This design comes from an exercise in tuning for small area on the open sky130 flow, not from production work. Only simulation tests tie the RTL to the original design; equivalence was not proved. Power and IR drop assume default switching activity.

### flow/flow/run.sh
#!/bin/bash
# The standard layout (the standard.sh) with two changes:
#  - port buffers are the smallest buffer cell instead of a delay buffer;
#  - clock tree sinks are clustered in larger groups, without dummy loads.
set -euo pipefail
export BUFFER_PORTS_ARGS="-buffer_cell sky130_fd_sc_hd__buf_1"
export CTS_ARGS="-sink_clustering_enable -repair_clock_nets -sink_clustering_size 20 -sink_clustering_max_diameter 60 -buf_list {sky130_fd_sc_hd__clkbuf_8 sky130_fd_sc_hd__clkbuf_16} -dont_use_dummy_load"
bash standard.sh finish > standard_flow.log 2>&1
### flow/standard.sh
#!/bin/bash
# synth_recipe.tcl (not shown) runs the flow's synth.tcl, then flattens the netlist and writes it again
# the make line also repeats each setting of config.mk as NAME=value (left out here)
make -C /OpenROAD-flow-scripts/flow DESIGN_CONFIG=/design/flow/config.mk WORK_HOME=/design/flow/orfs CLKGATE_MAP_FILE= SYNTH_SCRIPT=/design/flow/synth_recipe.tcl "${@:-finish}"
### flow/config.mk
export PLATFORM = sky130hd
export DESIGN_NAME = ahb_bridge_front
export DESIGN_NICKNAME = ahb_bridge_front
export VERILOG_FILES = /design/flow/design.v
export SDC_FILE = /design/flow/constraint.sdc
export NUM_CORES = 4
export LEC_CHECK = 0
export CAP_MARGIN = 10
export CORE_MARGIN = 2
export CORE_UTILIZATION = 65
export PLACE_DENSITY = 0.75
export SLEW_MARGIN = 10
export SYNTH_HIERARCHICAL = 1
export SYNTH_MINIMUM_KEEP_SIZE = 0
### flow/constraint.sdc
create_clock -name core_clock -period 12.0 [get_ports {Hclk}]
set_input_delay 2.4000 -clock core_clock [delete_from_list [all_inputs] [get_ports {Hclk}]]
set_output_delay 2.4000 -clock core_clock [all_outputs]
set_load 0.01 [all_outputs]
### flow/design.v
package ahb_pkg;
        typedef logic [31:0] word_t;
endpackage
package bridge_cfg_pkg;
        typedef logic [3:0] slave_sel_t;
endpackage
module bc_oai22 (input logic a1, input logic a2, input logic b1, input logic b2, output logic y);
        assign y = ~((a1 | a2) & (b1 | b2));
endmodule
module bc_or4 (input logic a, input logic b, input logic c, input logic d, output logic y);
        assign y = a | b | c | d;
endmodule
module bc_or5 (input logic a, input logic b, input logic c, input logic d, input logic e, output logic y);
        assign y = a | b | c | d | e;
endmodule
module bc_nand2 (input logic a, input logic b, output logic y);
        assign y = ~(a & b);
endmodule
module bc_nor2 (input logic a, input logic b, output logic y);
        assign y = ~(a | b);
endmodule
module slave_decoder
(
        input  logic [31:0]     h,       
        input  logic [31:0]     nb,      
        input  logic [31:0]     nl,      
        input  logic            rst_f,
        input  logic            rst_hit,
        output logic            sel
);
        logic [16:0]    c_lo;            
        bd_maj2o u_lo0 (.a1(h[0]), .b1(nb[0]), .a2(h[1]), .b2(nb[1]), .y(c_lo[1]));
        for (genvar q = 1; q < 16; q++)
        begin : g_lo
                bd_maj2 u (.a1(h[2 * q]), .b1(nb[2 * q]), .a2(h[2 * q + 1]), .b2(nb[2 * q + 1]),
                           .c(c_lo[q]), .y(c_lo[q + 1]));
        end
        logic [31:0]    sn;
        logic [31:0]    kn;
        logic [15:0]    nc;              
        bd_maj3 u_k0 (.a(nb[0]), .b(nl[0]), .c(h[0]), .y(kn[0]));
        assign sn[0] = 1'b1;             
        for (genvar j = 1; j < 32; j++)
        begin : g_fa
                bd_fa u (.a(nb[j]), .b(nl[j]), .ci(h[j]), .s(sn[j]), .co(kn[j]));
        end
        bd_maj2o u_hi0 (.a1(sn[1]), .b1(kn[0]), .a2(sn[2]), .b2(kn[1]), .y(nc[1]));
        for (genvar q = 1; q < 15; q++)
        begin : g_hi
                bd_maj2 u (.a1(sn[2 * q + 1]), .b1(kn[2 * q]), .a2(sn[2 * q + 2]), .b2(kn[2 * q + 1]),
                           .c(nc[q]), .y(nc[q + 1]));
        end
        logic hi;
        bd_hi  u_hi  (.a(sn[31]), .b(kn[30]), .c(nc[15]), .d(kn[31]), .y(hi));
        bd_sel u_sel (.rst_f(rst_f), .rst_hit(rst_hit), .c_lo(c_lo[16]), .hi(hi), .sel(sel));
endmodule
module bd_maj2 (input logic a1, input logic b1, input logic a2, input logic b2, input logic c,
                output logic y);
        logic t;
        assign t = (a1 & b1) | (a1 & c) | (b1 & c);
        assign y = (a2 & b2) | (a2 & t) | (b2 & t);
endmodule
module bd_maj2o (input logic a1, input logic b1, input logic a2, input logic b2,
                 output logic y);
        logic t;
        assign t = a1 | b1;
        assign y = (a2 & b2) | (a2 & t) | (b2 & t);
endmodule
module bd_maj3 (input logic a, input logic b, input logic c, output logic y);
        assign y = (a & b) | (a & c) | (b & c);
endmodule
module bd_fa (input logic a, input logic b, input logic ci, output logic s, output logic co);
        assign s  = a ^ b ^ ci;
        assign co = (a & b) | (a & ci) | (b & ci);
endmodule
module bd_hi (input logic a, input logic b, input logic c, input logic d, output logic y);
        assign y = ~(d & ((a & b) | (a & c) | (b & c)));
endmodule
module bd_sel (input logic rst_f, input logic rst_hit, input logic c_lo, input logic hi, output logic sel);
        assign sel = rst_f ? rst_hit : (c_lo & hi);
endmodule
module ahb_bridge_front
(
        input  logic            Hclk,
        input  logic            Hresetn,
        input  logic [1:0]      Htrans,
        input  logic [2:0]      Hsize,
        input  logic [31:0]     Haddr,
        input  logic            Hwrite,
        input  logic [31:0]     Hwdata,
        input  logic            Hreadyin,
        input  logic            Hreadyout_in,
        output logic [1:0]      Hresp,
        output logic            Hreadyout,
        output logic [3:0]      Pselx_out,
        output logic            valid,
        output logic [31:0]     config_reg_data
);
        logic   cfg_hit;
        logic   active;
        logic   addr_phase;
        logic   cfg_wr;
        assign cfg_hit    = ~|Haddr[31:4] & (~Haddr[3] | ~|Haddr[2:0]);
        assign active     = Htrans[1];
        assign addr_phase = Hreadyin & active;
        assign cfg_wr     = Hwrite & cfg_hit;
        logic   err_e;
        logic   err_f;
        logic   p_idle;          
        logic   p_nonseq;        
        logic [2:0] p_size;
        logic   p_write;
        logic   oversize;
        logic   misaligned;
        logic   seq;
        logic   bad;
        logic   error;
        assign seq        = Htrans[1] & Htrans[0];
        assign oversize   = Hsize[2] | (Hsize[1] & Hsize[0]);
        assign misaligned = ~cfg_hit & ((Hsize[0] & Haddr[0]) | (Hsize[1] & (Haddr[1] | Haddr[0])));
        assign bad        = oversize | misaligned |
                            (seq & p_idle) |
                            (seq & p_nonseq & ((Hsize != p_size) | (Hwrite != p_write)));
        assign error      = addr_phase & ~err_e & bad;
        always_ff @(posedge Hclk or negedge Hresetn)
        begin
                if (!Hresetn)
                begin
                        err_e    <= 1'b0;
                        err_f    <= 1'b0;
                        p_idle   <= 1'b1;
                        p_nonseq <= 1'b0;
                end
                else
                begin
                        err_e    <= error | err_f;
                        err_f    <= error;
                        p_idle   <= (Htrans == 2'b00);
                        p_nonseq <= (Htrans == 2'b10);
                end
        end
        always_ff @(posedge Hclk)
        begin
                p_size  <= Hsize;
                p_write <= Hwrite;
        end
        assign Hresp     = {err_e, 1'b0};
        assign Hreadyout = err_e ? ~err_f : (cfg_wr | Hreadyout_in);
        assign valid     = Hreadyin & ~err_e & active & ~cfg_wr;
        logic [3:0]     wr_tgt;          
        logic [3:0]     rd_sel;          
        logic [8:1]     wr_en;
        always_ff @(posedge Hclk or negedge Hresetn)
        begin
                if (!Hresetn)
                        wr_tgt <= 4'd0;
                else
                        wr_tgt <= (addr_phase & cfg_wr) ? Haddr[3:0] : 4'd0;
        end
        always_comb
        begin
                for (int k = 1; k < 8; k++)
                        wr_en[k] = ~err_e & (wr_tgt[2:0] == 3'(k));
                wr_en[8] = ~err_e & wr_tgt[3];
        end
        logic [3:0]     rst_f;
        logic [31:0]    nbase_r [0:3];
        logic [31:0]    nlen_r  [0:3];
        logic [31:0]    bus_b;
        logic [31:0]    bus_l;
        always_ff @(posedge Hclk or negedge Hresetn)
        begin
                if (!Hresetn)
                        rst_f <= 4'hF;
                else
                        for (int i = 0; i < 4; i++)
                                if (wr_en[2 * i + 1] | wr_en[2 * i + 2])
                                        rst_f[i] <= 1'b0;
        end
        assign bus_l = wr_tgt[0] ? 32'h0000_03FF : Hwdata;
        assign bus_b = wr_tgt[0] ? Hwdata :
                       {4'b1000, wr_tgt[3] | (wr_tgt[2] & wr_tgt[1]), wr_tgt[3] | (wr_tgt[2] & ~wr_tgt[1]), 26'd0};
        logic           odd;
        logic           odd_n;
        logic [31:0]    nbus_b;
        logic [31:0]    nbus_l;
        assign odd   = wr_tgt[0];
        assign odd_n = ~wr_tgt[0];
        for (genvar j = 0; j < 32; j++)
        begin : g_bus
                if (j < 10)
                begin : g_l0
                        bc_nor2  u_l (.a(Hwdata[j]), .b(odd), .y(nbus_l[j]));
                end
                else
                begin : g_l1
                        bc_nand2 u_l (.a(Hwdata[j]), .b(odd_n), .y(nbus_l[j]));
                end
                if (j == 31)
                begin : g_b0
                        bc_nor2  u_b (.a(Hwdata[j]), .b(odd_n), .y(nbus_b[j]));
                end
                else if (j == 27 || j == 26)
                begin : g_bx
                        assign nbus_b[j] = ~bus_b[j];
                end
                else
                begin : g_b1
                        bc_nand2 u_b (.a(Hwdata[j]), .b(odd), .y(nbus_b[j]));
                end
        end
        always_ff @(posedge Hclk)
        begin
                for (int i = 0; i < 4; i++)
                begin
                        if (wr_en[2 * i + 1] | (wr_en[2 * i + 2] & rst_f[i]))
                                nbase_r[i] <= nbus_b;
                        if (wr_en[2 * i + 2] | (wr_en[2 * i + 1] & rst_f[i]))
                                nlen_r[i] <= nbus_l;
                end
        end
        always_ff @(posedge Hclk or negedge Hresetn)
        begin
                if (!Hresetn)
                        rd_sel <= 4'd0;
                else if (Hreadyin)
                        rd_sel <= (active & ~Hwrite & cfg_hit) ? Haddr[3:0] : 4'd0;
        end
        logic [8:1]     rsel;
        logic [8:1]     rsel_r;          
        logic [8:1]     rsel_c;          
        logic [31:0]    rd_const;
        always_comb
        begin
                for (int k = 1; k < 8; k++)
                        rsel[k] = ~rd_sel[3] & (rd_sel[2:0] == 3'(k));
                rsel[8] = rd_sel[3];
                for (int i = 0; i < 4; i++)
                begin
                        rsel_r[2 * i + 1] = rsel[2 * i + 1] & ~rst_f[i];
                        rsel_r[2 * i + 2] = rsel[2 * i + 2] & ~rst_f[i];
                        rsel_c[2 * i + 1] = rsel[2 * i + 1] & rst_f[i];
                        rsel_c[2 * i + 2] = rsel[2 * i + 2] & rst_f[i];
                end
                rd_const        = '0;
                rd_const[31]    = rsel_c[1] | rsel_c[3] | rsel_c[5] | rsel_c[7];
                rd_const[27]    = rsel_c[5] | rsel_c[7];
                rd_const[26]    = rsel_c[3] | rsel_c[7];
                rd_const[9:0]   = {10{rsel_c[2] | rsel_c[4] | rsel_c[6] | rsel_c[8]}};
        end
        logic [8:1]     nrsel_r;
        assign nrsel_r = ~rsel_r;
        for (genvar j = 0; j < 32; j++)
        begin : g_rd
                logic x0;
                logic x1;
                logic x2;
                logic x3;
                bc_oai22 u_x0 (.a1(nrsel_r[1]), .a2(nbase_r[0][j]), .b1(nrsel_r[2]), .b2(nlen_r[0][j]), .y(x0));
                bc_oai22 u_x1 (.a1(nrsel_r[3]), .a2(nbase_r[1][j]), .b1(nrsel_r[4]), .b2(nlen_r[1][j]), .y(x1));
                bc_oai22 u_x2 (.a1(nrsel_r[5]), .a2(nbase_r[2][j]), .b1(nrsel_r[6]), .b2(nlen_r[2][j]), .y(x2));
                bc_oai22 u_x3 (.a1(nrsel_r[7]), .a2(nbase_r[3][j]), .b1(nrsel_r[8]), .b2(nlen_r[3][j]), .y(x3));
                if (j == 31 || j == 27 || j == 26 || j < 10)
                begin : g_c
                        bc_or5 u_y (.a(x0), .b(x1), .c(x2), .d(x3), .e(rd_const[j]), .y(config_reg_data[j]));
                end
                else
                begin : g_n
                        bc_or4 u_y (.a(x0), .b(x1), .c(x2), .d(x3), .y(config_reg_data[j]));
                end
        end
        logic           rst_win;
        logic [3:0]     rst_hit;         
        assign rst_win = (Haddr[31:28] == 4'b1000) & (Haddr[25:10] == 16'd0) & ~&Haddr[9:0];
        for (genvar i = 0; i < 4; i++)
        begin : g_dec
                assign rst_hit[i] = rst_win & (Haddr[27:26] == 2'(i));
                slave_decoder u_dec
                (
                        .h       (Haddr),
                        .nb      (nbase_r[i]),
                        .nl      (nlen_r[i]),
                        .rst_f   (rst_f[i]),
                        .rst_hit (rst_hit[i]),
                        .sel     (Pselx_out[i])
                );
        end
endmodule
==> results of run 1 <==
registers in the layout (all words and copies together) (netlist names):
name      flops
err_e         1
err_f         1
nbase_r     128
nlen_r      128
p_idle        1
p_nonseq      1
p_size        3
p_write       1
rd_sel        4
rst_f         4
wr_tgt        4
cell usage in the layout (no fill, tap or decap), types with 11 or more instances in the layout:
master / instances
a21oi_1: 132
buf_1: 111
buf_4: 22
clkbuf_16: 21
edfxtp_1: 256
fa_1: 124
inv_1: 11
nand2_1: 206
nor2_1: 40
nor3_1: 18
o21ai_1: 120
o22ai_1: 249
or4_1: 20
cell usage after synthesis (2+ instances only):
library cell  instances
edfxtp_1            256
o22ai_1             249
nand2_1             206
a21oi_1             132
fa_1                124
o21ai_1             120
nor2_1               46
nor3_1               20
or4_1                20
dfrtp_1              11
inv_1                11
o21ai_0               9
o31ai_1               9
maj3_2                8
dfstp_2               5
nand4_1               5
nor4_1                5
and2_1                4
dfxtp_1               4
or3_1                 4
xor2_1                4
a211oi_1              3
and3_1                3
clkbuf_1              3
mux2i_1               3
o21a_1                3
buf_4                 2
nand2b_1              2
nand3_1               2
cells by family after synthesis:
kind of cell    count (synthesis)
compound gates                531
simple gates                  325
flops                         276
fa+ha+maj                     132
buf+inv                        16
xor+xnor                        4
mux                             3
other cells                     1
modules after synthesis, one instance, submodules excluded, excerpt:
module,area [um^2],flip-flops and latches,copies in the design
bd_hi,15.0,0,4
bc_or5,12.5,0,13
ahb_bridge_front,8900,276,1
bc_oai22,6.26,0,128
bc_or4,7.51,0,19
bd_maj2o,16.3,0,8
bc_nand2,3.75,0,51
bd_fa,20.0,0,124
bd_sel,12.5,0,4
bd_maj3,11.3,0,4
bc_nor2,3.75,0,11
bd_maj2,20.0,0,116
worst paths after layout:
| kind | endpoint | cells past startpoint | from | slack, ns |
|---|---|---|---|---|
| worst max register to register | nbase_r[0][11] | 6 | wr_tgt[0] | 8.81 |
| max in group asynchronous | wr_tgt[0] | 1 | Hresetn | 9.41 |
| worst min-delay path | err_e | 1 | err_f | 0.48 |
| worst max-delay path | Pselx_out[1] | 37 | Haddr[2] | 0.66 |
| min in group asynchronous | err_e | 1 | Hresetn | 1.98 |
| worst min register to register | err_e | 1 | err_f | 0.48 |
layer usage:
metal  vias up  wire (um)  part of all wire  GRT usage
met1      5989      16900              0.38      0.511
met3       120       5210              0.12     0.0665
met2       830      20400              0.46      0.564
met4         0       1540             0.035      0.137
li1       5371          -                 -          -
met5         -          0                 0          0
worst max-delay path: cells and delay by family:
| family | cells | cell delay [ns] |
|---|---|---|
| compound gates | 30 | 4.93 |
| fa+ha+maj | 2 | 0.90 |
| buf+inv | 2 | 0.51 |
| simple gates | 3 | 0.20 |
power by group through the flow:
stage | clock, W | combinational (W) | sequential (W)
final | 0.000615 | 0.000132 | 0.00105
after floorplan | 0 | 0.0000705 | 0.00107
after detailed placement | 0 | 0.000127 | 0.00107
after global routing | 0.000651 | 0.000146 | 0.00105
after CTS | 0.000621 | 0.000129 | 0.00105
after global placement | 0 | 0.000122 | 0.00107
cell type report:
cell class              instances  area (um^2)
fillers                      1680         6460
well taps                     319          399
multi-input cells             996         7150
repair buffers                134          587
inverters                      11         41.3
flip-flops and latches        276         8180
clock buffers                  21          526
metrics by stage:
stage,setup slack [ns],area (um^2),instances
floorplan,2.91,15300,1288
global placement,1.06,16300,1736
detailed placement,0.707,16300,1736
CTS,0.641,16900,1757
global route,0.0838,16900,1757
finish,0.662,16900,1757
==> results.yml, run 1 <==
clocking:
  clkTransAtPathRegs_ns: 0.07
  cts_buffers: 21
  cts_num_sinks: 276
  post_cts_buffers: 0
  cts_resized: 0
  htreeDepth: 1
  cts.path.max_buffers: 3
  ctsHoldBuffers: 0
  cts_tree: "done"
  cts_root_buf: "clkbuf_16"
  clk_latency_ns: 0.52
synthesis:
  synth-xor-area-share: 0.00228
  synthArstFlopShare: 0.0580
  yosysWarningCount: 11
  synth_largest_area_cell: "edfxtp_1"
  syn_avg_cell_area_um2: 11.9
  synthAdderAreaFrac: 0.168
  yosys_most_used_dff: "edfxtp_1"
  syn-num-nets: 1486
  synth_top_family_by_area: "compound AO/OA/AOI/OAI gates"
  yosys.cell_types.count: 44
  yosys.area_share.simple: 0.0923
  synth_area_leaders: "edfxtp_1 50%, fa_1 16%, o22ai_1 10%"
  synth_mux_area_frac: 0.00196
  synth-edff-count: 256
  synth_top_area_share: 0.501
  synth_compound_area_frac: 0.198
  ys_seq_area_frac: 0.533
  ys_ff_latch: 276
  syn_area_mm2: 0.0153
  syn_inst: 1288
placement:
  place_congestion: 0.927
  hpwlAfterDp_mm: 30.7
  io_buffers: 112
power:
  internal-power_w: 0.00140
  pwr-share-comb: 0.074
  powerDensity_mw_per_mm2: 106
  p_leak_nw: 5.86
  switchingPower_w: 0.000395
  design_power_total_w: 0.00179
  pwr-share-clk: 0.343
  seqPwrFrac: 0.583
  peakVddDrop_mv: 0.116
  switching_share: 0.220
sta:
  fin_crit_sh: 0.945
  setup-tns-final_ns: 0
  holdWs_ns: 0.478
  drv_slew: 0
  setup_viol: 0
  slew_headroom: 0.255
  rsz0062_at_grt: "false"
  max_freq_mhz: 88.2
  min_period_ns: 11.34
  hold_viol_final: 0
  skew_ns: 0.0177
  worst-slew-pin-transition_ns: 1.12
global_route:
  grt_antenna_before_repair: 0
  grt_pass1_wl_mm: 66.5
  grt_max_degree: 46
  grt_use_total: 0.360
  grt.overflow.total: 0
  grt_pass1_vias: 12000
floorplan:
  start_util: 0.657
  die_h_um: 158
  dieArea_mm2: 0.0248
  die_x_um: 158
  core_mm2: 0.0233
  ioPinCount: 114
  rows: 56
worst_setup_path:
  startpoint_type: "input pin"
  crit_slowest_cell: "fa_1"
  end_kind: "output port"
  slowest_delay_ns: 0.68
  crit_arrival_ns: 8.94
  crit_required_ns: 9.60
  cp_max_fo: 15
  path_class: "in2out"
  crit_top_cell: "o21ai_1"
route:
  antenna_left: 0
  wl_mm: 44.1
  num_vias: 12300
  dr.first_iter.drc_count: 1561
  firstDrtPassIters: 7
  wl_per_cell_um: 25.1
  remaining_drc_errors: 0
  avgViaCountPerCell: 7.01
worst_hold_path:
  hold_path.class: "reg2reg"
layout:
  final_core_util: 0.723
  layout-drive-gt1-share: 0.0480
  diodes: 0
  layout.nets: 1638
  synthToLayoutAreaGrowth_pct: 10.1
run_status:
  outcome: "complete, no violations"
run:
  drv_cap: 0
==> run 2, diff against run 1 <==
==> flow/flow/run.sh (replaced) <==
#!/bin/bash
# The standard layout (the standard.sh) with two changes:
#  - port buffers are the smallest buffer cell instead of a delay buffer;
#  - clock tree sinks are clustered in larger groups, without dummy loads.
set -euo pipefail
export BUFFER_PORTS_ARGS="-buffer_cell sky130_fd_sc_hd__buf_1"
export CTS_ARGS="-sink_clustering_enable -repair_clock_nets -sink_clustering_size 18 -sink_clustering_max_diameter 60 -buf_list sky130_fd_sc_hd__clkbuf_8 -dont_use_dummy_load"
bash standard.sh finish > standard_flow.log 2>&1
==> run 2 against run 1 <==
Still clean. Setup slack improved by 0.047 ns. Cell count unchanged. Critical endpoint unchanged. Via count decreased by 0.23%. Die area unchanged. Core utilization decreased by 1.0 points. Synthesized cell count unchanged. Global-route usage about the same. Area after synthesis unchanged. Hold slack improved by 0.0067 ns.
==> results.yml, run 2 <==
synthesis:
  synth-edff-count: 256
  ys_seq_area_frac: 0.533
  yosys_most_used_dff: "edfxtp_1"
  synthAdderAreaFrac: 0.168
  synth_area_leaders: "edfxtp_1 50%, fa_1 16%, o22ai_1 10%"
  synth_most_common_cell: "edfxtp_1"
  syn-num-nets: 1486
  synth_compound_area_frac: 0.198
  yosysWarningCount: 11
  synth_top_family_by_area: "compound AO/OA/AOI/OAI gates"
  synthArstFlopShare: 0.0580
  ys_top_cells_by_count: "256 x edfxtp_1, 249 x o22ai_1, 206 x nand2_1"
  synth-xor-area-share: 0.00228
  syn_avg_cell_area_um2: 11.9
  yosys.area_share.simple: 0.0923
  syn_inst: 1288
  yosys.cell_types.count: 44
  ys_ff_latch: 276
  syn_area_mm2: 0.0153
  synth_top_area_share: 0.501
  synth_largest_area_cell: "edfxtp_1"
  synth_mux_area_frac: 0.00196
worst_setup_path:
  path_class: "in2out"
  startpoint_type: "input pin"
  timing.rr.end: "nbase_r[0][24]"
  crit_arrival_ns: 8.89
  slowest_delay_ns: 0.67
  reg2reg_from: "wr_tgt[0]"
  cp_max_fo: 15
  end_kind: "output port"
  ff2ff_path_depth: 6
  crit_required_ns: 9.60
  crit_top_cell: "o21ai_1"
  path_buf_inv: 2
  rrSetupSlack_ns: 8.81
  crit_slowest_cell: "fa_1"
  critPathTopFamily: "compound AO/OA/AOI/OAI gates"
placement:
  hpwlAfterDp_mm: 30.7
  dp_cells: 1736
  io_buffers: 112
  place_congestion: 0.927
floorplan:
  dieArea_mm2: 0.0248
  die_x_um: 158
  core_mm2: 0.0233
  rows: 56
  ioPinCount: 114
  start_util: 0.657
  die_h_um: 158
sta:
  rsz0062_at_grt: "false"
  drv_slew: 0
  max_freq_mhz: 88.6
  hold_viol_final: 0
  setup-tns-final_ns: 0
  setup_viol: 0
  min_period_ns: 11.29
  skew_ns: 0.0234
  fin_crit_sh: 0.941
  worst-slew-pin-transition_ns: 1.16
  slew_headroom: 0.229
route:
  firstDrtPassIters: 8
  wl_mm: 43.9
  num_vias: 12300
  antenna_left: 0
  wl_per_cell_um: 25.0
  dr.first_iter.drc_count: 1443
  avgViaCountPerCell: 6.99
  remaining_drc_errors: 0
global_route:
  grt_max_degree: 46
  grt_pass1_wl_mm: 66.4
  grt_use_total: 0.360
  grt_antenna_before_repair: 0
  grt.overflow.total: 0
  grt_pass1_vias: 11900
power:
  p_leak_nw: 5.75
  peakVddDrop_mv: 0.116
  powerDensity_mw_per_mm2: 97.6
  design_power_total_w: 0.00162
layout:
  diodes: 0
  fillers: 1719
  regArea_mm2: 0.00818
  mostFrequentLayoutCells: "256 x edfxtp_1, 249 x o22ai_1, 206 x nand2_1"
  layout-drive-gt1-share: 0.0480
  top_regs: "nbase_r: 128 flops, nlen_r: 128 flops"
  layout.nets: 1638
  stdcell_count: 1757
  synthToLayoutAreaGrowth_pct: 8.51
  final_common_cell: "edfxtp_1"
  multi_input_area_mm2: 0.00715
clocking:
  cts_num_sinks: 276
  htreeDepth: 1
  clk_latency_ns: 0.55
  cts.path.max_buffers: 3
  cts_root_buf: "clkbuf_8"
  cts_tree: "done"
  cts_buffers: 21
  post_cts_buffers: 0
  cts_resized: 0
  clkTransAtPathRegs_ns: 0.09
  ctsHoldBuffers: 0
worst_hold_path:
  holdPathStages: 1
  hold_path.class: "reg2reg"
  hold-path-endpoint: "err_e"
  min_from: "err_f"
run_status:
  outcome: "complete, no violations"
run:
  drv_cap: 0
[run 2: area by class of cell]
class	instances	share of cell area
multi-input cells	996	0.429
flip-flops and latches	276	0.491
repair buffers	134	0.0353
inverters	11	0.00248
well taps	319	0.0240
clock buffers	21	0.0174
[run 2: cells by family (layout without fill, tap and decap cells)]
kind of cell | after synthesis | in the layout
other | 1 | 1
muxes | 3 | 3
AOI/OAI and AO/OA | 531 | 531
buffers and inverters | 16 | 166
DFF | 276 | 276
and+or+nand+nor | 325 | 325
xor gates and xnor gates | 4 | 4
adders and majority gates | 132 | 132
[run 2: per-module statistics from Yosys, one instance, submodules excluded, excerpt]
module,flops+latches,times used,cells inside
ahb_bridge_front,276,1,404
bc_or4,0,19,1
bc_oai22,0,128,1
bd_maj2o,0,8,3
bd_sel,0,4,3
bd_maj2,0,116,4
bc_nand2,0,51,1
bd_fa,0,124,1
bc_or5,0,13,3
bd_hi,0,4,2
[run 2: worst max path at each step]
| stage | startpoint | endpoint | slack (ns) | cells after the start |
|---|---|---|---|---|
| finish | Haddr[2] | Pselx_out[1] | 0.71 | 37 |
| global route | Haddr[3] | Pselx_out[0] | 0.10 | 34 |
| CTS | Haddr[1] | Pselx_out[0] | 0.66 | 36 |
| detailed placement | Haddr[1] | Pselx_out[0] | 0.71 | 36 |
| global placement | Haddr[1] | Pselx_out[2] | 1.06 | 36 |
| floorplan | Haddr[2] | Pselx_out[0] | 2.91 | 35 |
[run 2: stage by stage]
stage / util / hold slack [ns] / area [um^2] / setup slack, ns
2_1_floorplan: - / 0.434 / 15300 / 2.91
3_3_place_gp: 0.701 / 0.452 / 16300 / 1.06
3_5_place_dp: 0.701 / 0.468 / 16300 / 0.707
4_1_cts: 0.713 / 0.489 / 16600 / 0.660
5_1_grt: 0.713 / 0.505 / 16600 / 0.101
6_report: 0.713 / 0.485 / 16600 / 0.709
[run 2: routing by layer]
metal / track usage / vias to the layer above / part of all wire / wire length (um)
met5: 0 / - / 0 / 0
met4: 0.139 / 0 / 0.036 / 1600
met2: 0.563 / 873 / 0.46 / 20400
li1: - / 5356 / - / -
met1: 0.512 / 5933 / 0.38 / 16500
met3: 0.0652 / 120 / 0.12 / 5410
[run 2: power breakdown]
part,internal (W),leakage (nW),total [W],switching (W)
sequential,0.00104,2.89,0.00105,0.00000293
clock,0.000157,0.151,0.000446,0.000289
combinational,0.0000469,2.71,0.000132,0.0000851
total,0.00125,5.75,0.00162,0.000377
==> run 3, diff against run 2 <==
--- a/flow/config.mk
+++ b/flow/config.mk
@@ -7,8 +7,8 @@
 export LEC_CHECK = 0
 export CAP_MARGIN = 10
 export CORE_MARGIN = 2
-export CORE_UTILIZATION = 65
-export PLACE_DENSITY = 0.75
+export CORE_UTILIZATION = 75
+export PLACE_DENSITY = 0.85
 export SLEW_MARGIN = 10
 export SYNTH_HIERARCHICAL = 1
 export SYNTH_MINIMUM_KEEP_SIZE = 0
==> run 3 against run 2 <==
Still clean. Sequential power hardly changed. Routed wire length is 2.3% higher. Design area is 0.52% lower. Setup slack worse by 0.11 ns. Core utilization is 11 points higher. Sequential share of layout area is 0.26 points higher. Synthesized cell count stayed put. Critical path type unchanged.
==> results.yml, run 3 <==
run_status:
  outcome: "complete, no violations"
worst_setup_path:
  critPathTopFamily: "compound AO/OA/AOI/OAI gates"
  path_class: "in2out"
  crit_top_cell: "o21ai_1"
  crit_required_ns: 9.60
  crit_arrival_ns: 9.00
  path_buf_inv: 2
  slowest_delay_ns: 0.63
  end_kind: "output port"
  startpoint_type: "input pin"
  cp_max_fo: 15
  crit_slowest_cell: "fa_1"
route:
  num_vias: 12700
  avgViaCountPerCell: 7.43
  remaining_drc_errors: 0
  firstDrtPassIters: 6
  dr.first_iter.drc_count: 1657
  antenna_left: 0
  wl_per_cell_um: 26.3
  wl_mm: 44.9
sta:
  min_period_ns: 11.40
  drv_slew: 0
  setup_viol: 0
  max_freq_mhz: 87.7
  rsz0062_at_grt: "false"
  worst-slew-pin-transition_ns: 1.15
  worst_slack_ns: 0.600
  fin_crit_sh: 0.950
  setup-tns-final_ns: 0
  holdWs_ns: 0.483
  slew_headroom: 0.235
  skew_ns: 0.0307
  hold_viol_final: 0
layout:
  layout.nets: 1634
  layout-drive-gt1-share: 0.0467
  synthToLayoutAreaGrowth_pct: 7.95
  final_common_cell: "edfxtp_1"
  regArea_mm2: 0.00818
  multi_input_area_mm2: 0.00715
  fillers: 1192
  top_regs: "nbase_r: 128 flops, nlen_r: 128 flops"
  mostFrequentLayoutCells: "256 x edfxtp_1, 249 x o22ai_1, 206 x nand2_1"
floorplan:
  core_mm2: 0.0202
  die_x_um: 147
  ioPinCount: 114
  start_util: 0.760
  dieArea_mm2: 0.0216
  rows: 52
  die_h_um: 147
run:
  drv_cap: 0
placement:
  io_buffers: 112
  place_congestion: 0.926
  place_ws_ns: 0.773
  hpwlAfterDp_mm: 30.2
synthesis:
  ys_seq_area_frac: 0.533
  yosys.cell_types.count: 44
  yosysWarningCount: 11
  syn-num-nets: 1486
  synth_most_common_cell: "edfxtp_1"
  ys_ff_latch: 276
  synth-edff-count: 256
  synth_top_area_share: 0.501
  syn_area_mm2: 0.0153
  synth_largest_area_cell: "edfxtp_1"
  yosys_most_used_dff: "edfxtp_1"
  syn_inst: 1288
  synthArstFlopShare: 0.0580
  synth_area_leaders: "edfxtp_1 50%, fa_1 16%, o22ai_1 10%"
  syn_avg_cell_area_um2: 11.9
  ys_top_cells_by_count: "256 x edfxtp_1, 249 x o22ai_1, 206 x nand2_1"
global_route:
  grt_pass1_wl_mm: 67.6
  grt_pass1_vias: 12500
  grt_use_total: 0.417
  grt_antenna_before_repair: 0
  grt.overflow.total: 0
  grt_max_degree: 46
clocking:
  clk_latency_ns: 0.56
  cts_buffers: 21
  cts.path.max_buffers: 3
  cts_root_buf: "clkbuf_8"
  clkTransAtPathRegs_ns: 0.08
  post_cts_buffers: 0
  cts_tree: "done"
  cts_num_sinks: 276
  htreeDepth: 1
power:
  p_leak_nw: 5.73
  peakVddDrop_mv: 0.108
  design_power_total_w: 0.00163
  powerDensity_mw_per_mm2: 98.3
worst_hold_path:
  hold_path.class: "reg2reg"
-- run 3: cell counts after synthesis --
No cell type changed its count.
-- run 3: logic make-up after synthesis --
group                      share of synthesized area
AOI/OAI and AO/OA                              0.198
other                                       0.000245
muxes                                        0.00196
buffers and inverters                        0.00441
adders and majority gates                      0.168
xor gates and xnor gates                     0.00228
and+or+nand+nor                               0.0923
DFF                                            0.533
-- run 3: layout make-up --
class                   count  share of cell area
well taps                 270              0.0204
clock buffers              21              0.0175
repair buffers            130              0.0337
diodes                      1            0.000151
flip-flops and latches    276               0.494
multi-input cells         996               0.432
inverters                  11             0.00249
-- run 3: per-stage QoR --
step	area [um^2]	utilization	std cells
final	16600	0.821	1705
after global routing	16500	0.820	1704
after CTS	16500	0.820	1704
after detailed placement	16300	0.806	1683
after global placement	16300	0.806	1683
after floorplan	15300	-	1288
-- run 3: path summary, 6_finish.rpt --
check,start,to,slack [ns],cells after the start
hold / removal,err_f,err_e,0.48,1
setup reg to reg,wr_tgt[0],nlen_r[0][2],9.08,5
min in group asynchronous,Hresetn,p_nonseq,1.92,1
max in group asynchronous,Hresetn,wr_tgt[0],9.49,1
hold reg to reg,err_f,err_e,0.48,1
setup / recovery,Haddr[2],Pselx_out[3],0.60,37
-- run 3: metal layers --
layer	vias to the layer above	share of wire	routed length, um	global-route usage
met3	224	0.15	6960	0.0953
met4	0	0.051	2290	0.182
met2	1156	0.46	20700	0.658
li1	5352	-	-	-
met1	5936	0.33	15000	0.570
met5	-	0	0	0
-- run 3: worst register-to-register path: cells and delay by family (launching register included) --
family	cells	cell delay [ns]
DFF	1	0.42
buffers and inverters	2	0.91
and+or+nand+nor	2	1.10
AOI/OAI and AO/OA	1	0.09
-- run 3: report_power, final --
part           total, W  switching [W]  internal, W
Clock          0.000448       0.000290     0.000157
Combinational  0.000133      0.0000864    0.0000469
Sequential      0.00105     0.00000306      0.00104
Total           0.00163       0.000380      0.00125
-- run 3: repair_timing --
item | in CTS | in global routing
hold buffers | 0 | 0
gates resized for setup | 0 | 2
setup endpoints to repair | 0 | 1
-- run 3: Yosys stat by module, one instance, submodules excluded, a selection --
module / area (um^2) / copies in the design
bc_or4: 7.51 / 19
bd_fa: 20.0 / 124
bc_oai22: 6.26 / 128
bc_nand2: 3.75 / 51
ahb_bridge_front: 8900 / 1
bd_maj2o: 16.3 / 8
bc_nor2: 3.75 / 11
bd_maj3: 11.3 / 4
bd_sel: 12.5 / 4
bc_or5: 12.5 / 13
bd_hi: 15.0 / 4
bd_maj2: 20.0 / 116
==> run 4, diff against run 3 <==
==> flow/flow/run.sh (replaced) <==
#!/bin/bash
# The standard layout (the standard.sh) with two changes:
#  - port buffers are the smallest buffer cell instead of a delay buffer;
#  - clock tree sinks are clustered in larger groups, without dummy loads.
set -euo pipefail
export BUFFER_PORTS_ARGS="-buffer_cell sky130_fd_sc_hd__buf_1"
export CTS_ARGS="-sink_clustering_enable -repair_clock_nets -sink_clustering_size 15 -sink_clustering_max_diameter 50 -buf_list sky130_fd_sc_hd__clkbuf_8 -dont_use_dummy_load"
bash standard.sh finish > standard_flow.log 2>&1
--- a/flow/config.mk
+++ b/flow/config.mk
@@ -7,8 +7,8 @@
 export LEC_CHECK = 0
 export CAP_MARGIN = 10
 export CORE_MARGIN = 2
-export CORE_UTILIZATION = 75
-export PLACE_DENSITY = 0.85
+export CORE_UTILIZATION = 65
+export PLACE_DENSITY = 0.75
 export SLEW_MARGIN = 10
 export SYNTH_HIERARCHICAL = 1
 export SYNTH_MINIMUM_KEEP_SIZE = 0
==> run 4 against run 3 <==
Design area rose by 1.3%. Flip-flop and latch count did not move. Routed wire length fell by 2.1%. Core utilization fell by 10 points. Non-clock buffer count rose by 4. Via count fell by 1.8%. Register-to-register slack got worse by 0.35 ns. Highest routed layer unchanged.
==> results.yml, run 4 <==
run_status:
  outcome: "complete, no violations"
worst_setup_path:
  ff2ff_path_depth: 6
  setup.worst_path.end: "Pselx_out[1]"
  crit_arrival_ns: 8.89
  reg2reg_from: "wr_tgt[0]"
  startpoint: "Haddr[2]"
  path_class: "in2out"
  timing.rr.end: "nbase_r[0][0]"
  crit_slowest_cell: "fa_1"
  crit_required_ns: 9.60
  startpoint_type: "input pin"
  rrSetupSlack_ns: 8.73
  end_kind: "output port"
  slowest_delay_ns: 0.67
  cp_max_fo: 15
  crit_top_cell: "o21ai_1"
synthesis:
  synth-edff-count: 256
  syn_avg_cell_area_um2: 11.9
  synth_most_common_cell: "edfxtp_1"
  syn-num-nets: 1486
  synth_largest_area_cell: "edfxtp_1"
  syn_inst: 1288
  syn_area_mm2: 0.0153
  ys_ff_latch: 276
  yosys_most_used_dff: "edfxtp_1"
  ys_top_cells_by_count: "256 x edfxtp_1, 249 x o22ai_1, 206 x nand2_1"
  yosys.cell_types.count: 44
  synthArstFlopShare: 0.0580
  ys_seq_area_frac: 0.533
  synth_top_area_share: 0.501
  yosysWarningCount: 11
  synth_area_leaders: "edfxtp_1 50%, fa_1 16%, o22ai_1 10%"
global_route:
  grt.overflow.total: 0
  grt_pass1_wl_mm: 66.7
  grt_use_total: 0.361
  grt_pass1_vias: 12000
  grt_max_degree: 46
  grt_antenna_before_repair: 0
layout:
  diodes: 0
  multi_input_area_mm2: 0.00715
  top_regs: "nbase_r: 128 flops, nlen_r: 128 flops"
  layout.nets: 1647
  regArea_mm2: 0.00818
  fillers: 1705
  synthToLayoutAreaGrowth_pct: 9.32
  layout-drive-gt1-share: 0.0539
  mostFrequentLayoutCells: "256 x edfxtp_1, 249 x o22ai_1, 206 x nand2_1"
  final_common_cell: "edfxtp_1"
clocking:
  clkTransAtPathRegs_ns: 0.05
  post_cts_buffers: 0
  cts_tree: "done"
  cts_root_buf: "clkbuf_8"
  cts_buffers: 30
  cts_num_sinks: 276
  htreeDepth: 1
  cts.path.max_buffers: 3
  clk_latency_ns: 0.61
sta:
  skew_ns: 0.0659
  hold_viol_final: 0
  rsz0062_at_grt: "false"
  max_freq_mhz: 88.6
  setup_viol: 0
  setup-tns-final_ns: 0
  fin_crit_sh: 0.941
  worst-slew-pin-transition_ns: 1.18
  drv_slew: 0
  min_period_ns: 11.29
  slew_headroom: 0.211
floorplan:
  start_util: 0.657
  die_h_um: 158
  ioPinCount: 114
  core_mm2: 0.0233
  die_x_um: 158
  dieArea_mm2: 0.0248
  rows: 56
route:
  dr.first_iter.drc_count: 1440
  wl_mm: 43.9
  remaining_drc_errors: 0
  firstDrtPassIters: 6
  avgViaCountPerCell: 7.04
  antenna_left: 0
  wl_per_cell_um: 24.9
  num_vias: 12400
power:
  p_leak_nw: 5.81
  peakVddDrop_mv: 0.109
  powerDensity_mw_per_mm2: 102
  design_power_total_w: 0.00170
run:
  drv_cap: 0
worst_hold_path:
  hold_path.class: "reg2reg"
placement:
  hpwlAfterDp_mm: 30.7
  place_congestion: 0.927
  io_buffers: 112
[run 4: changes by cell type in the layout (fill, tap and decap cells not counted)]
cell,delta
clkbuf_8,+9
buf_4,+4
buf_1,+1
clkbuf_2,-1
diode_2,-1
or3_1,+1
or3_2,-1
[run 4: cell type report]
| cell class | instances | area share |
|---|---|---|
| Multi-Input combinational cell | 996 | 0.426 |
| Clock buffer | 30 | 0.0246 |
| Timing Repair Buffer | 134 | 0.0350 |
| Tap cell | 319 | 0.0238 |
| Inverter | 11 | 0.00246 |
| Sequential cell | 276 | 0.488 |
[run 4: power breakdown]
group	internal, W	leakage, nW	switching, W	total [W]
logic	0.0000468	2.71	0.0000852	0.000132
clock network	0.000220	0.216	0.000304	0.000524
registers	0.00104	2.89	0.00000294	0.00105
[run 4: critical path, delay by kind of cell]
family | cells | cell delay, ns
buf+inv | 2 | 0.49
simple gates | 3 | 0.21
fa+ha+maj | 2 | 0.89
compound gates | 30 | 4.91
[run 4: stage by stage]
step / cells / hold WS, ns / area (um^2) / setup WS (ns) / util
final: 1766 / 0.475 / 16800 / 0.708 / 0.718
after global routing: 1766 / 0.493 / 16800 / 0.100 / 0.718
after CTS: 1766 / 0.480 / 16800 / 0.669 / 0.718
after detailed placement: 1736 / 0.468 / 16300 / 0.707 / 0.701
after global placement: 1736 / 0.452 / 16300 / 1.06 / 0.701
after floorplan: 1288 / 0.434 / 15300 / 2.91 / -
[run 4: timing repair]
item	4_1_cts	5_1_grt
endpoints found under the setup margin	0	1
endpoints found under the hold margin	0	0
gates resized for setup	0	2
hold buffers	0	0
[run 4: per-module statistics from Yosys (local to each module, per instance), a selection]
module | area, um^2 | copies in the design
ahb_bridge_front | 8900 | 1
bd_maj2 | 20.0 | 116
bd_maj2o | 16.3 | 8
bd_hi | 15.0 | 4
bc_or5 | 12.5 | 13
bd_sel | 12.5 | 4
bc_or4 | 7.51 | 19
bc_oai22 | 6.26 | 128
[run 4: metal layers]
| layer | share of wire | GRT usage | wire length, um | up-vias |
|---|---|---|---|---|
| met5 | 0 | 0 | 0 | - |
| li1 | - | - | - | 5378 |
| met4 | 0.036 | 0.143 | 1560 | 0 |
| met3 | 0.12 | 0.0630 | 5200 | 127 |
| met1 | 0.38 | 0.514 | 16800 | 6074 |
| met2 | 0.46 | 0.564 | 20400 | 860 |
[run 4: worst min path at each step]
stage	cells past startpoint	start	end
CTS	1	err_f	err_e
finish	1	err_f	err_e
floorplan	1	err_f	err_e
detailed placement	1	err_f	err_e
global route	1	err_f	err_e
global placement	1	err_f	err_e
[run 4: logic make-up after synthesis]
group,share of synthesized area
simple gates,0.0923
fa+ha+maj,0.168
mux,0.00196
compound gates,0.198
xor+xnor,0.00228
flops,0.533
other cells,0.000245
buf+inv,0.00441
==> run 5, diff against run 4 <==
--- a/flow/design.v
+++ b/flow/design.v
@@ -106,21 +106,19 @@
         assign cfg_wr     = Hwrite & cfg_hit;
         logic   err_e;
         logic   err_f;
-        logic   p_idle;          
-        logic   p_nonseq;        
-        logic [2:0] p_size;
-        logic   p_write;
         logic   oversize;
         logic   misaligned;
         logic   seq;
+        logic   seq_bad;
         logic   bad;
         logic   error;
+        logic [1:0]     p_k;
+        logic           p_w;
         assign seq        = Htrans[1] & Htrans[0];
         assign oversize   = Hsize[2] | (Hsize[1] & Hsize[0]);
         assign misaligned = ~cfg_hit & ((Hsize[0] & Haddr[0]) | (Hsize[1] & (Haddr[1] | Haddr[0])));
-        assign bad        = oversize | misaligned |
-                            (seq & p_idle) |
-                            (seq & p_nonseq & ((Hsize != p_size) | (Hwrite != p_write)));
+        assign seq_bad    = (p_k == 2'd3) ? p_w : ({p_k, p_w} != {Hsize[1:0], Hwrite});
+        assign bad        = oversize | misaligned | (seq & seq_bad);
         assign error      = addr_phase & ~err_e & bad;
         always_ff @(posedge Hclk or negedge Hresetn)
         begin
@@ -128,21 +126,24 @@
                 begin
                         err_e    <= 1'b0;
                         err_f    <= 1'b0;
-                        p_idle   <= 1'b1;
-                        p_nonseq <= 1'b0;
+                        p_k      <= 2'd3;
+                        p_w      <= 1'b1;
                 end
                 else
                 begin
                         err_e    <= error | err_f;
                         err_f    <= error;
-                        p_idle   <= (Htrans == 2'b00);
-                        p_nonseq <= (Htrans == 2'b10);
-                end
-        end
-        always_ff @(posedge Hclk)
-        begin
-                p_size  <= Hsize;
-                p_write <= Hwrite;
+                        if (Htrans == 2'b10 && !oversize)
+                        begin
+                                p_k <= Hsize[1:0];
+                                p_w <= Hwrite;
+                        end
+                        else
+                        begin
+                                p_k <= 2'd3;
+                                p_w <= (Htrans == 2'b00) | (Htrans == 2'b10);
+                        end
+                end
         end
         assign Hresp     = {err_e, 1'b0};
         assign Hreadyout = err_e ? ~err_f : (cfg_wr | Hreadyout_in);
==> flow/flow/run.sh (replaced) <==
#!/bin/bash
# The standard layout (the standard.sh) with two changes:
#  - port buffers are the smallest buffer cell instead of a delay buffer;
#  - clock tree sinks are clustered in larger groups, without dummy loads.
set -euo pipefail
export BUFFER_PORTS_ARGS="-buffer_cell sky130_fd_sc_hd__buf_1"
export CTS_ARGS="-sink_clustering_enable -repair_clock_nets -sink_clustering_size 10 -sink_clustering_max_diameter 50 -buf_list sky130_fd_sc_hd__clkbuf_4 -dont_use_dummy_load"
bash standard.sh finish > standard_flow.log 2>&1
==> flow/config.mk (replaced) <==
export PLATFORM = sky130hd
export DESIGN_NAME = ahb_bridge_front
export DESIGN_NICKNAME = ahb_bridge_front
export VERILOG_FILES = /design/flow/design.v
export SDC_FILE = /design/flow/constraint.sdc
export NUM_CORES = 4
export LEC_CHECK = 0
export CAP_MARGIN = 0
export CORE_MARGIN = 2
export CORE_UTILIZATION = 70
export PLACE_DENSITY = 0.8
export SLEW_MARGIN = 0
export SYNTH_HIERARCHICAL = 1
export SYNTH_MINIMUM_KEEP_SIZE = 0
==> run 5 against run 4 <==
Hold slack gained 0.011 ns. Register-to-register slack better by 0.62 ns. Routed wire length rose by 0.96%. Via count is 0.64% higher. Area after synthesis is essentially flat. Core utilization rose by 4.4 points. Largest power group unchanged.
==> results.yml, run 5 <==
run_status:
  outcome: "complete, no violations"
layout:
  stdcell_count: 1729
  top_regs: "nbase_r: 128 flops, nlen_r: 128 flops"
  fillers: 1469
  mostFrequentLayoutCells: "256 x edfxtp_1, 245 x o22ai_1, 208 x nand2_1"
  synthToLayoutAreaGrowth_pct: 7.86
  final_core_util: 0.762
  layout.nets: 1647
  post-route-cell-area_mm2: 0.0165
  layout-drive-gt1-share: 0.0581
  final_common_cell: "edfxtp_1"
sta:
  min_period_ns: 11.55
  skew_ns: 0.0307
  hold_viol_final: 0
  max_freq_mhz: 86.6
  drv_slew: 0
  setup_viol: 0
  fin_crit_sh: 0.963
  setup-tns-final_ns: 0
  rsz0062_at_grt: "false"
  holdWs_ns: 0.486
  worst-slew-pin-transition_ns: 1.10
  slew_headroom: 0.269
synthesis:
  synth_compound_area_frac: 0.199
  ys_ff_latch: 273
  syn_avg_cell_area_um2: 11.9
  yosys.area_share.simple: 0.0962
  ys_top_cells_by_count: "256 x edfxtp_1, 245 x o22ai_1, 208 x nand2_1"
  synth_top_family_by_area: "compound AO/OA/AOI/OAI gates"
  synthArstFlopShare: 0.0623
  ys_seq_area_frac: 0.530
  synth-xor-area-share: 0.000572
  yosysWarningCount: 11
  syn_area_mm2: 0.0153
  synth_most_common_cell: "edfxtp_1"
  synth-edff-count: 256
  synth_mux_area_frac: 0.00269
  synthAdderAreaFrac: 0.168
  syn-num-nets: 1487
  yosys.cell_types.count: 49
  synth_top_area_share: 0.502
  syn_inst: 1289
  yosys_most_used_dff: "edfxtp_1"
  synth_largest_area_cell: "edfxtp_1"
  synth_area_leaders: "edfxtp_1 50%, fa_1 16%, o22ai_1 10%"
power:
  switchingPower_w: 0.000386
  switching_share: 0.243
  pwr-share-comb: 0.087
  peakVddDrop_mv: 0.0847
  powerDensity_mw_per_mm2: 96.0
  pwr-share-clk: 0.258
  p_leak_nw: 5.74
  internal-power_w: 0.00120
  seqPwrFrac: 0.655
worst_setup_path:
  crit_required_ns: 9.60
  ff2ff_path_depth: 5
  crit_arrival_ns: 9.15
  end_kind: "output port"
  slowest_delay_ns: 0.52
  startpoint_type: "input pin"
  path_class: "in2out"
  cp_max_fo: 13
  crit_top_cell: "o21ai_1"
  crit_slowest_cell: "fa_1"
  rrSetupSlack_ns: 9.35
global_route:
  grt_pass1_wl_mm: 68.7
  grt_antenna_before_repair: 2
  grt_pass1_vias: 12800
  grt_use_total: 0.385
  grt_max_degree: 46
  grt.overflow.total: 0
placement:
  dp_cells: 1696
  place_congestion: 0.925
  dpl_cell_area_mm2: 0.0163
  io_buffers: 112
  hpwlAfterDp_mm: 30.5
clocking:
  cts_root_buf: "clkbuf_4"
  cts_num_sinks: 273
  clkTransAtPathRegs_ns: 0.11
  clk_latency_ns: 0.74
  post_cts_buffers: 0
  cts_tree: "done"
  cts.path.max_buffers: 3
  cts_buffers: 31
  ctsHoldBuffers: 0
  htreeDepth: 1
route:
  dr.first_iter.drc_count: 1555
  antenna_left: 0
  wl_per_cell_um: 25.7
  firstDrtPassIters: 6
  remaining_drc_errors: 0
  num_vias: 12500
  avgViaCountPerCell: 7.24
  wl_mm: 44.4
floorplan:
  die_x_um: 152
  dieArea_mm2: 0.0231
  die_h_um: 152
  start_util: 0.707
  rows: 54
  ioPinCount: 114
  core_mm2: 0.0217
worst_hold_path:
  holdPathStages: 1
  hold_path.class: "reg2reg"
run:
  drv_cap: 0
[run 5: power by group through the flow]
| stage | Combinational, W | Clock (W) | Sequential (W) |
|---|---|---|---|
| after floorplan | 0.0000742 | 0 | 0.00106 |
| after global placement | 0.000127 | 0 | 0.00106 |
| after detailed placement | 0.000133 | 0 | 0.00106 |
| after CTS | 0.000134 | 0.000410 | 0.00104 |
| after global routing | 0.000152 | 0.000444 | 0.00104 |
| final | 0.000139 | 0.000410 | 0.00104 |
[run 5: final cells by class]
class / count / area, um^2 / area share
diodes: 2 / 5.00 / 0.000303
well taps: 280 / 350 / 0.0212
inverters: 4 / 15.0 / 0.000908
multi-input cells: 1005 / 7220 / 0.437
repair buffers: 134 / 587 / 0.0355
flip-flops and latches: 273 / 8120 / 0.491
clock buffers: 31 / 233 / 0.0141
[run 5: logic make-up after synthesis]
kind of cell / count (synthesis)
other cells: 1
buf+inv: 11
mux: 4
flops: 273
xor+xnor: 1
fa+ha+maj: 132
simple gates: 332
compound gates: 535
[run 5: layer usage]
metal / wire [um] / GRT usage
met1: 16000 / 0.544
met2: 20300 / 0.598
met3: 5990 / 0.0733
met4: 2070 / 0.170
met5: 0 / 0
[run 5: critical path, delay by kind of cell]
kind	cells	cell delay (ns)
AO/OA/AOI/OAI	30	5.24
buffers and inverters	3	0.53
AND/OR/NAND/NOR	3	0.23
adder cells (fa/ha/maj)	2	0.75
[run 5: what timing repair did]
action	CTS	global route
resized for setup	0	1
endpoints found under the setup margin	0	1
hold endpoints to repair	0	0
[run 5: modules after synthesis (local to each module, per instance), excerpt]
module	times used	cell area (um^2)
ahb_bridge_front	1	8900
bd_fa	124	20.0
bd_maj2	116	20.0
bd_maj2o	8	16.3
bd_hi	4	15.0
bc_or5	13	12.5
bd_sel	4	12.5
bd_maj3	4	11.3
bc_or4	19	7.51
bc_oai22	128	6.26
bc_nand2	51	3.75
bc_nor2	11	3.75
[run 5: per-stage QoR]
| stage | total power (W) | worst slack [ns] |
|---|---|---|
| after floorplan | 0.00113 | 2.91 |
| after global placement | 0.00119 | 0.927 |
| after detailed placement | 0.00119 | 0.615 |
| after CTS | 0.00158 | 0.593 |
| after global routing | 0.00164 | 0.0481 |
| final | 0.00159 | 0.447 |
[run 5: path summary, 6_finish.rpt]
check                          start       endpoint
setup / recovery            Haddr[2]   Pselx_out[3]
hold / removal                 err_f          err_e
setup reg to reg           wr_tgt[0]  nlen_r[3][16]
hold reg to reg                err_f          err_e
max in group asynchronous    Hresetn      wr_tgt[0]
min in group asynchronous    Hresetn      wr_tgt[2]
==> run 6, diff against run 5 <==
==> flow/flow/run.sh (replaced) <==
#!/bin/bash
# The standard layout (the standard.sh) with two changes:
#  - port buffers are the smallest buffer cell instead of a delay buffer;
#  - clock tree sinks are clustered in larger groups, without dummy loads.
set -euo pipefail
export BUFFER_PORTS_ARGS="-buffer_cell sky130_fd_sc_hd__buf_1"
export CTS_ARGS="-sink_clustering_enable -repair_clock_nets -sink_clustering_size 18 -sink_clustering_max_diameter 60 -buf_list sky130_fd_sc_hd__clkbuf_8 -dont_use_dummy_load"
bash standard.sh finish > standard_flow.log 2>&1
==> flow/config.mk (replaced) <==
export PLATFORM = sky130hd
export DESIGN_NAME = ahb_bridge_front
export DESIGN_NICKNAME = ahb_bridge_front
export VERILOG_FILES = /design/flow/design.v
export SDC_FILE = /design/flow/constraint.sdc
export NUM_CORES = 4
export LEC_CHECK = 0
export CAP_MARGIN = 10
export CORE_MARGIN = 2
export CORE_UTILIZATION = 65
export PLACE_DENSITY = 0.75
export SLEW_MARGIN = 10
export SYNTH_HIERARCHICAL = 1
export SYNTH_MINIMUM_KEEP_SIZE = 0
==> run 6 against run 5 <==
Still clean on timing, DRC and antenna. Global-route usage shrank 2.2 points. Area after synthesis did not move. Cell count rose by 1.6%. First-iteration DRC count increased by 0.71%. Sequential share of layout area down 0.31 points. Largest power group unchanged. Highest routed layer unchanged.
==> results.yml, run 6 <==
sta:
  min_period_ns: 11.41
  rsz0062_at_grt: "false"
  max_freq_mhz: 87.7
  skew_ns: 0.0321
  setup_viol: 0
  drv_slew: 0
  slew_headroom: 0.194
  fin_crit_sh: 0.951
  setup-tns-final_ns: 0
  worst-slew-pin-transition_ns: 1.20
  hold_viol_final: 0
  worst_slack_ns: 0.594
floorplan:
  core_mm2: 0.0233
  ioPinCount: 114
  start_util: 0.657
  dieArea_mm2: 0.0248
  die_x_um: 158
  rows: 56
  die_h_um: 158
route:
  wl_mm: 43.9
  wl_per_cell_um: 25.0
  dr.first_iter.drc_count: 1566
  avgViaCountPerCell: 6.98
  num_vias: 12300
  remaining_drc_errors: 0
  antenna_left: 0
  firstDrtPassIters: 5
clocking:
  cts_buffers: 22
  cts_num_sinks: 273
  cts_resized: 0
  post_cts_buffers: 0
  clk_latency_ns: 0.56
  cts_root_buf: "clkbuf_8"
  clkTransAtPathRegs_ns: 0.11
  ctsHoldBuffers: 0
  cts_tree: "done"
  cts.path.max_buffers: 3
  htreeDepth: 1
worst_setup_path:
  crit_top_cell: "o21ai_1"
  timing.rr.end: "nbase_r[0][31]"
  end_kind: "output port"
  rrSetupSlack_ns: 8.92
  cp_max_fo: 14
  startpoint_type: "input pin"
  crit_required_ns: 9.60
  crit_arrival_ns: 9.01
  ff2ff_path_depth: 5
  crit_slowest_cell: "o21ai_1"
  reg2reg_from: "wr_tgt[0]"
  slowest_delay_ns: 0.31
  path_class: "in2out"
synthesis:
  syn_area_mm2: 0.0153
  yosysWarningCount: 11
  synth_top_family_by_area: "compound AO/OA/AOI/OAI gates"
  syn_inst: 1289
  yosys.area_share.simple: 0.0962
  synth_largest_area_cell: "edfxtp_1"
  synthArstFlopShare: 0.0623
  ys_top_cells_by_count: "256 x edfxtp_1, 245 x o22ai_1, 208 x nand2_1"
  synth_most_common_cell: "edfxtp_1"
  ys_ff_latch: 273
  synth-edff-count: 256
  synth_mux_area_frac: 0.00269
  synth_top_area_share: 0.502
  synth-xor-area-share: 0.000572
  synthAdderAreaFrac: 0.168
  syn-num-nets: 1487
  ys_seq_area_frac: 0.530
  synth_area_leaders: "edfxtp_1 50%, fa_1 16%, o22ai_1 10%"
  yosys.cell_types.count: 49
  synth_compound_area_frac: 0.199
  syn_avg_cell_area_um2: 11.9
  yosys_most_used_dff: "edfxtp_1"
worst_hold_path:
  hold_path.class: "reg2reg"
  min_from: "err_f"
  holdPathStages: 1
  hold-path-endpoint: "err_e"
layout:
  top_regs: "nbase_r: 128 flops, nlen_r: 128 flops"
  mostFrequentLayoutCells: "256 x edfxtp_1, 245 x o22ai_1, 208 x nand2_1"
  synthToLayoutAreaGrowth_pct: 8.55
  layout.nets: 1637
  fillers: 1691
  stdcell_count: 1756
  layout-drive-gt1-share: 0.0508
  final_common_cell: "edfxtp_1"
  post-route-cell-area_mm2: 0.0166
  diodes: 0
global_route:
  grt.overflow.total: 0
  grt_antenna_before_repair: 0
  grt_use_total: 0.362
  use_met1: 0.533
  grt_pass1_vias: 11700
  grtUsageMet3: 0.0586
  busiest_layer: "met2"
  use_met2: 0.559
  grt_pass1_wl_mm: 66.5
  grt_max_degree: 46
placement:
  place_congestion: 0.932
  hpwlAfterDp_mm: 29.8
  io_buffers: 112
  dpl_cell_area_mm2: 0.0163
  dp_cells: 1734
  place_ws_ns: 0.809
run:
  drv_cap: 0
run_status:
  outcome: "complete, no violations"
power:
  p_leak_nw: 5.74
  powerDensity_mw_per_mm2: 98.2
  peakVddDrop_mv: 0.131
-- run 6: cell counts after synthesis --
Identical to the previous run, type by type.
-- run 6: per-stage QoR --
step	power, W	hold slack, ns	utilization
3_5_place_dp	0.00119	0.462	0.700
3_3_place_gp	0.00119	0.458	0.700
5_1_grt	0.00168	0.523	0.713
4_1_cts	0.00163	0.486	0.713
6_report	0.00163	0.489	0.713
2_1_floorplan	0.00113	0.440	-
-- run 6: modules after synthesis, one instance, submodules excluded, excerpt --
module / flip-flops and latches / cells / times used
ahb_bridge_front: 273 / 405 / 1
bd_fa: 0 / 1 / 124
bd_maj2: 0 / 4 / 116
bd_maj2o: 0 / 3 / 8
bd_hi: 0 / 2 / 4
bc_or5: 0 / 3 / 13
bd_sel: 0 / 3 / 4
bd_maj3: 0 / 1 / 4
bc_or4: 0 / 1 / 19
bc_oai22: 0 / 1 / 128
bc_nand2: 0 / 1 / 51
bc_nor2: 0 / 1 / 11
-- run 6: cell families (layout without fill, tap and decap cells) --
| logic type | after synthesis | after routing |
|---|---|---|
| adders and majority gates | 132 | 132 |
| muxes | 4 | 4 |
| other | 1 | 1 |
| DFF | 273 | 273 |
| buffers and inverters | 11 | 159 |
| xor gates and xnor gates | 1 | 1 |
| AOI/OAI and AO/OA | 535 | 535 |
| and+or+nand+nor | 332 | 332 |
-- run 6: worst max path at each step --
stage	start	to	slack, ns	cells after the start
global placement	Haddr[2]	Pselx_out[1]	0.98	38
floorplan	Haddr[2]	Pselx_out[0]	2.91	35
CTS	Haddr[1]	Pselx_out[1]	0.76	37
detailed placement	Haddr[1]	Pselx_out[1]	0.81	37
finish	Haddr[1]	Pselx_out[1]	0.59	37
global route	Haddr[1]	Pselx_out[1]	0.01	37
-- run 6: final cells by class --
type,instances,area [um^2],area share
Clock buffer,22,303,0.0182
Tap cell,319,399,0.0240
Multi-Input combinational cell,1005,7220,0.434
Inverter,4,15.0,0.000903
Timing Repair Buffer,133,578,0.0347
Sequential cell,273,8120,0.488
-- run 6: worst max-delay path: cells and delay by family --
family / cells / cell delay [ns]
AO/OA/AOI/OAI: 32 / 5.78
AND/OR/NAND/NOR: 2 / 0.20
buffers and inverters: 3 / 0.62
-- run 6: power by group --
part	leakage, nW	internal (W)	switching (W)
Combinational	2.72	0.0000487	0.0000876
Clock	0.158	0.000164	0.000294
Sequential	2.86	0.00103	0.00000508
Total	5.74	0.00125	0.000387
-- run 6: metal layers --
metal,vias to the layer above,share of wire
met5,-,0
met4,0,0.033
met3,109,0.12
met2,863,0.45
met1,5924,0.39
li1,5366,-

## static timing again, ports no longer ideal
In the flow no input, the clock included, has a driving cell. The finished layouts below were timed again as built, in two steps. Step 1 sets driving cells, clkbuf_16 on the clock port and buf_2 on the other inputs (assumed; they add their load-dependent delay and slew). Step 2, shift: input delay + t, output delay - t, t = (earliest + latest rising clock arrival at the registers) / 2. This alone moves slack from input paths to output paths. Three values: ideal, step 1, step 2; two values: the first two.
run | shift t [ns] | setup WS [ns] | worst setup path after step 2 | pins driven straight from the clock port
run 1 | 0.555 | 0.662 / 0.642 / 0.642 | input to output | 1
run 2 | 0.595 | 0.709 / 0.689 / 0.689 | input to output | 1
run 3 | 0.595 | 0.600 / 0.579 / 0.579 | input to output | 1
run 4 | 0.621 | 0.708 / 0.687 / 0.687 | input to output | 1
run 5 | 0.766 | 0.447 / 0.418 / 0.418 | input to output | 1
run 6 | 0.607 | 0.594 / 0.555 / 0.555 | input to output | 1
After both steps every run listed still meets setup and hold. The setup slack of run 6, which loses most, moves by -0.039 ns with the drivers and by -0.039 ns with both steps.
